This is an optimization exercise on Yosys and OpenROAD, whose aim is small area, not a production implementation. In this exercise RTL edits were held to simulation tests only and were not proved equivalent to the original. No driver is modelled on the clock port, so clock power and skew are understated where the tree is cut down; a real chip needs a root buffer or a tree.

P:
==> module iwdg_top, before the edit <==
module iwdg_top
#(
  parameter logic [31:0] BASE_ADR = 32'h0100_0000,
  parameter int          FIFO_AW  = 4
) (
  input  logic        clk,
  input  logic        rst,
  input  logic        cyc_m2s,
  input  logic        stb_m2s,
  input  logic        we_m2s,
  input  logic [31:0] adr_m2s,
  input  logic [15:0] dat_m2s,
  output logic [15:0] dat_s2m,
  output logic        ack_s2m,
  output logic        iwdg_rst
);
  logic [2:0]  ph;
  logic [2:0]  ph_n;
  logic        ph0, ph1, ph4, ph5, ph7;
  logic        ph_clr;
  logic        mapped;
  logic [3:0]  s;
  logic [15:0] key;
  logic [15:0] nkey;     
  logic [11:0] rlr;
  logic [2:0]  pr;
  logic [1:0]  st;
  logic        nr;
  logic        wr;
  logic        w_kr, w_pr, w_rlr, w_st;
  logic        key_acc, key_cnt, key_rel;
  logic        kr5;
  assign mapped = (adr_m2s[31:4] == BASE_ADR[31:4]) && (adr_m2s[1:0] == 2'b00);
  assign s[0] = (adr_m2s[3:2] == 2'd0);
  assign s[1] = (adr_m2s[3:2] == 2'd1);
  assign s[2] = (adr_m2s[3:2] == 2'd2);
  assign s[3] = (adr_m2s[3:2] == 2'd3);
  assign ph0 = (ph == 3'b000);
  assign ph1 = (ph == 3'b001);
  assign ph4 = (ph == 3'b011);
  assign ph5 = (ph == 3'b111);
  assign ph7 = (ph == 3'b100);
  logic ph_new;
  assign ph_new = (ph0 & cyc_m2s & stb_m2s) | (ph == 3'b010) | (ph == 3'b101) | (ph == 3'b011);
  assign ph_clr = rst | (ph1 & ~mapped);
  assign ph_n   = {ph[1:0], ph_new} & {3{~ph_clr}};
  always_ff @(posedge clk) ph <= ph_n;
  assign ack_s2m = ph7 | (ph1 & ~mapped);
  assign nr      = ~rst;
  assign wr      = ph4 & we_m2s;
  assign key     = ~nkey;
  assign key_acc = (key == 16'h5555);
  assign key_cnt = (key == 16'hCCCC);
  assign key_rel = (key == 16'hAAAA);
  assign w_kr    = wr & s[0];
  assign w_pr    = wr & s[1] & key_acc & ~(&dat_m2s[2:0]);
  assign w_rlr   = wr & s[2] & key_acc;
  assign w_st    = wr;
  always_ff @(posedge clk) begin
    nkey  <= (~dat_m2s & {16{w_kr}}) | (nkey & {16{~w_kr}}) | {16{rst}};
    rlr   <= (dat_m2s[11:0] & {12{w_rlr}}) | (rlr & {12{~w_rlr}}) | {12{rst}};
    pr    <= (dat_m2s[2:0] & {3{w_pr & nr}}) | (pr & {3{~w_pr & nr}});
    st[1] <= ((kr5 & key_rel) | (wr & s[3] & dat_m2s[1]) | (~w_st & ~kr5 & st[1])) & nr;
    st[0] <= (w_pr | (wr & s[3] & dat_m2s[0]) | (~w_st & st[0])) & nr;
  end
  logic [3:0] g;
  assign g = s & {4{ph[2]}};
  assign dat_s2m = (key & {16{g[0]}})
                 | ({13'd0, pr} & {16{g[1]}})
                 | ({4'd0, rlr} & {16{g[2]}})
                 | ({14'd0, st} & {16{g[3]}});
  logic        reload;
  logic        hold_cnt;
  logic [7:0]  pre;
  logic [7:0]  npre;     
  logic [8:0]  e;        
  logic [7:0]  pre_inc;
  logic        tick;
  logic        pre_clr;
  logic [12:0] b;        
  logic [11:0] ncnt;     
  logic        expired;  
  assign kr5    = ph5 & we_m2s & s[0];
  assign reload = kr5 & key_rel;
  assign e[0] = key_cnt;
  for (genvar i = 0; i < 8; i++) begin : g_pre
    assign e[i+1]     = e[i] & pre[i];
    assign pre_inc[i] = pre[i] ^ e[i];
  end
  logic [8:2] sfx;       
  assign sfx[8] = e[8];
  for (genvar k = 7; k >= 2; k--) begin : g_sfx
    assign sfx[k] = sfx[k+1] | pre_inc[k];
  end
  always_comb begin
    case (pr)
      3'd0:    tick = sfx[2];
      3'd1:    tick = sfx[3];
      3'd2:    tick = sfx[4];
      3'd3:    tick = sfx[5];
      3'd4:    tick = sfx[6];
      3'd5:    tick = sfx[7];
      default: tick = sfx[8];
    endcase
  end
  assign pre_clr = rst | reload | (key_cnt & tick);
  always_ff @(posedge clk) npre <= ~pre_inc | {8{pre_clr}};
  assign pre = ~npre;
  assign b[0] = key_cnt & tick & ~expired;
  for (genvar i = 0; i < 12; i++) begin : g_cnt
    assign b[i+1] = b[i] & ncnt[i];
  end
  assign hold_cnt = ~reload;
  always_ff @(posedge clk) begin
    ncnt      <= ((ncnt ^ b[11:0]) & {12{hold_cnt & nr}}) | (~rlr & {12{reload & nr}});
    expired   <= (expired | b[12]) & hold_cnt & nr;
  end
  assign iwdg_rst = expired;
endmodule
export LEC_CHECK = 0
export ABC_AREA = 1
export CAP_MARGIN = 0
export CORE_MARGIN = 2
export CORE_UTILIZATION = 55
export SLEW_MARGIN = 0
create_clock -name core_clock -period 8.0 [get_ports {clk}]
standard.sh (not shown) runs the stock make flow with config.mk's settings and CLKGATE_MAP_FILE= SYNTH_SCRIPT=/design/flow/synth_recipe.tcl, a recipe that flattens the netlist after the stock synthesis.
==> flow/flow/run.sh <==
#!/bin/bash
# Own layout flow: the standard synthesis, its gates re-mapped for area
# (registers untouched), then the standard ORFS layout with lighter port
# buffers and a smaller clock tree. Each tool writes its own log here.
set -euo pipefail
here=$(pwd)
plat=${FLOW_PLATFORM:-sky130hd}
top=${FLOW_TOP:-iwdg_top}
res=$here/orfs/results/$plat/iwdg_top/base
lib=$FLOW_HOME/platforms/$plat/lib/sky130_fd_sc_hd__tt_025C_1v80.lib
yosys_bin=$FLOW_HOME/../tools/install/yosys/bin/yosys
[[ -x $yosys_bin ]] || yosys_bin=yosys
jobs=${NUM_CORES:-4}

# 1. Standard synthesis, unchanged.
bash standard.sh synth > log_1_synth.log 2>&1
cp "$res/1_2_yosys.v" "$here/1_2_yosys_std.v"

# 2. Re-map the gates between the registers with several ABC runs (different
#    seeds of its randomised AIG optimisation); keep the smallest netlist.
dontuse=$(sed -n '/DONT_USE_CELLS += /,/^$/p' "$FLOW_HOME/platforms/$plat/config.mk" \
  | tr -d '\\' | grep -o 'sky130_fd_sc_hd__[A-Za-z0-9_]*' | sed 's/^/-dont_use /' | tr '\n' ' ' || true)
mkdir -p resynth
run_one() {
  local tag=$1 script=$2
  sed -e "s|@LIB@|$lib|g" -e "s|@IN@|$here/1_2_yosys_std.v|" -e "s|@OUT@|$here/resynth/$tag.v|" \
      -e "s|@TOP@|$top|g" -e "s|@ABC@|$script|" -e "s|@DONTUSE@|$dontuse|" \
      flow/resynth.ys.in > "resynth/$tag.ys"
  "$yosys_bin" -s "resynth/$tag.ys" > "log_2_resynth_$tag.log" 2>&1 || true
}
n=0
for seed in $(seq 0 100); do
  printf '&get -n\n&st\n&deepsyn -T 40 -J 100 -S %s\n&dch -f\n&nf -a -R 1000 -C 32\n&put\n' "$seed" > "resynth/s$seed.abc"
  run_one "s$seed" "$here/resynth/s$seed.abc" &
  n=$((n + 1))
  if (( n % jobs == 0 )); then wait; fi
done
wait
best=""; best_area=""
for log in log_2_resynth_s*.log; do
  tag=${log#log_2_resynth_}; tag=${tag%.log}
  a=$(grep "Chip area for module" "$log" | tail -1 | awk '{print $NF}' || true)
  [[ -n "$a" && -s "resynth/$tag.v" ]] || continue
  if [[ -z "$best" ]] || awk -v a="$a" -v b="$best_area" 'BEGIN{exit !(a < b)}'; then
    best=$tag; best_area=$a
  fi
done
echo "resynth: best $best area $best_area" | tee log_2_resynth_pick.log
if [[ -n "$best" ]]; then
  cp "resynth/$best.v" "$res/1_2_yosys.v"
  rm -f "$res/1_synth.odb" "$res/1_synth.sdc"
fi

# 3. Standard layout from the re-mapped netlist.
bash standard.sh \
  "BUFFER_PORTS_ARGS=-buffer_cell sky130_fd_sc_hd__buf_1" \
  "CTS_ARGS=-sink_clustering_enable -repair_clock_nets -buf_list sky130_fd_sc_hd__clkbuf_4 -root_buf sky130_fd_sc_hd__clkbuf_4 -dont_use_dummy_load" \
  "POST_CTS_TCL=$here/flow/post_cts.tcl" CLK_LEAVES=2 CLK_LEAF_BUF=sky130_fd_sc_hd__clkbuf_16 \
  finish > log_3_layout.log 2>&1
Other scripts of this flow, unchanged in this note and not shown: flow/flow/post_cts.tcl, flow/flow/resynth.ys.in
[inputs] S vs P
diff --git a/flow/design.v b/flow/design.v
--- a/flow/design.v
+++ b/flow/design.v
@@ -70,20 +70,18 @@
                  | ({13'd0, pr} & {16{g[1]}})
                  | ({4'd0, rlr} & {16{g[2]}})
                  | ({14'd0, st} & {16{g[3]}});
   logic        reload;
   logic        hold_cnt;
   logic [7:0]  pre;
-  logic [7:0]  npre;     
   logic [8:0]  e;        
   logic [7:0]  pre_inc;
   logic        tick;
   logic        pre_clr;
+  logic [12:0] cnt;
   logic [12:0] b;        
-  logic [11:0] ncnt;     
-  logic        expired;  
   assign kr5    = ph5 & we_m2s & s[0];
   assign reload = kr5 & key_rel;
   assign e[0] = key_cnt;
   for (genvar i = 0; i < 8; i++) begin : g_pre
     assign e[i+1]     = e[i] & pre[i];
     assign pre_inc[i] = pre[i] ^ e[i];
@@ -102,19 +100,18 @@
       3'd4:    tick = sfx[6];
       3'd5:    tick = sfx[7];
       default: tick = sfx[8];
     endcase
   end
   assign pre_clr = rst | reload | (key_cnt & tick);
-  always_ff @(posedge clk) npre <= ~pre_inc | {8{pre_clr}};
-  assign pre = ~npre;
-  assign b[0] = key_cnt & tick & ~expired;
+  always_ff @(posedge clk) pre <= pre_inc & {8{~pre_clr}};
+  assign b[0] = key_cnt & tick & ~cnt[12];
   for (genvar i = 0; i < 12; i++) begin : g_cnt
-    assign b[i+1] = b[i] & ncnt[i];
+    assign b[i+1] = b[i] & ~cnt[i];
   end
   assign hold_cnt = ~reload;
   always_ff @(posedge clk) begin
-    ncnt      <= ((ncnt ^ b[11:0]) & {12{hold_cnt & nr}}) | (~rlr & {12{reload & nr}});
-    expired   <= (expired | b[12]) & hold_cnt & nr;
+    cnt[11:0] <= ((cnt[11:0] ^ b[11:0]) & {12{hold_cnt}}) | (rlr & {12{reload}}) | {12{rst}};
+    cnt[12]   <= (cnt[12] | b[12]) & hold_cnt & nr;
   end
-  assign iwdg_rst = expired;
+  assign iwdg_rst = cnt[12];
 endmodule
## What came out
In the reports for P and S, the larger post-layout minimum cycle time belongs to S.
P was smaller in final cell area than S.
Diff P -> S: via count went up; worst path required time barely changed; routed wire length on met3 +55%.
Comparing P and S, the lower number of global-route vias before repair was measured on P.
The run showing the smaller worst path setup slack after routing is S.
S vs P — count of nets after finishing rose 4.3%.
In every run of this note, the design's own scripts or RTL, not TritonCTS, make the clock network.

[re-timing with driven ports]
No port has a modelled driver above. Below, the same layouts with a new extraction and two added sets of constraints.
Step 1 (the two cells are an assumption about what drives the block):
set clk [get_ports {clk}]
set_driving_cell -lib_cell sky130_fd_sc_hd__clkbuf_16 $clk
set_driving_cell -lib_cell sky130_fd_sc_hd__buf_2 [delete_from_list [all_inputs] $clk]
Step 2 moves the port delays by t, midway between the first and last clock arrival at a register: inputs arrive t later, outputs are due t later. That takes back most of the time a late clock gives input paths.
Three values: ideal, step 1, step 2; two values: the first two.
run | t (ns) | setup WS [ns] | cell pins on the clock port's net
P | 0.208 | 3.256 / 3.256 / 3.256 | 2
S | 0.211 | 2.806 / 2.806 / 2.806 | 2
After both steps setup and hold are still met in every run listed.
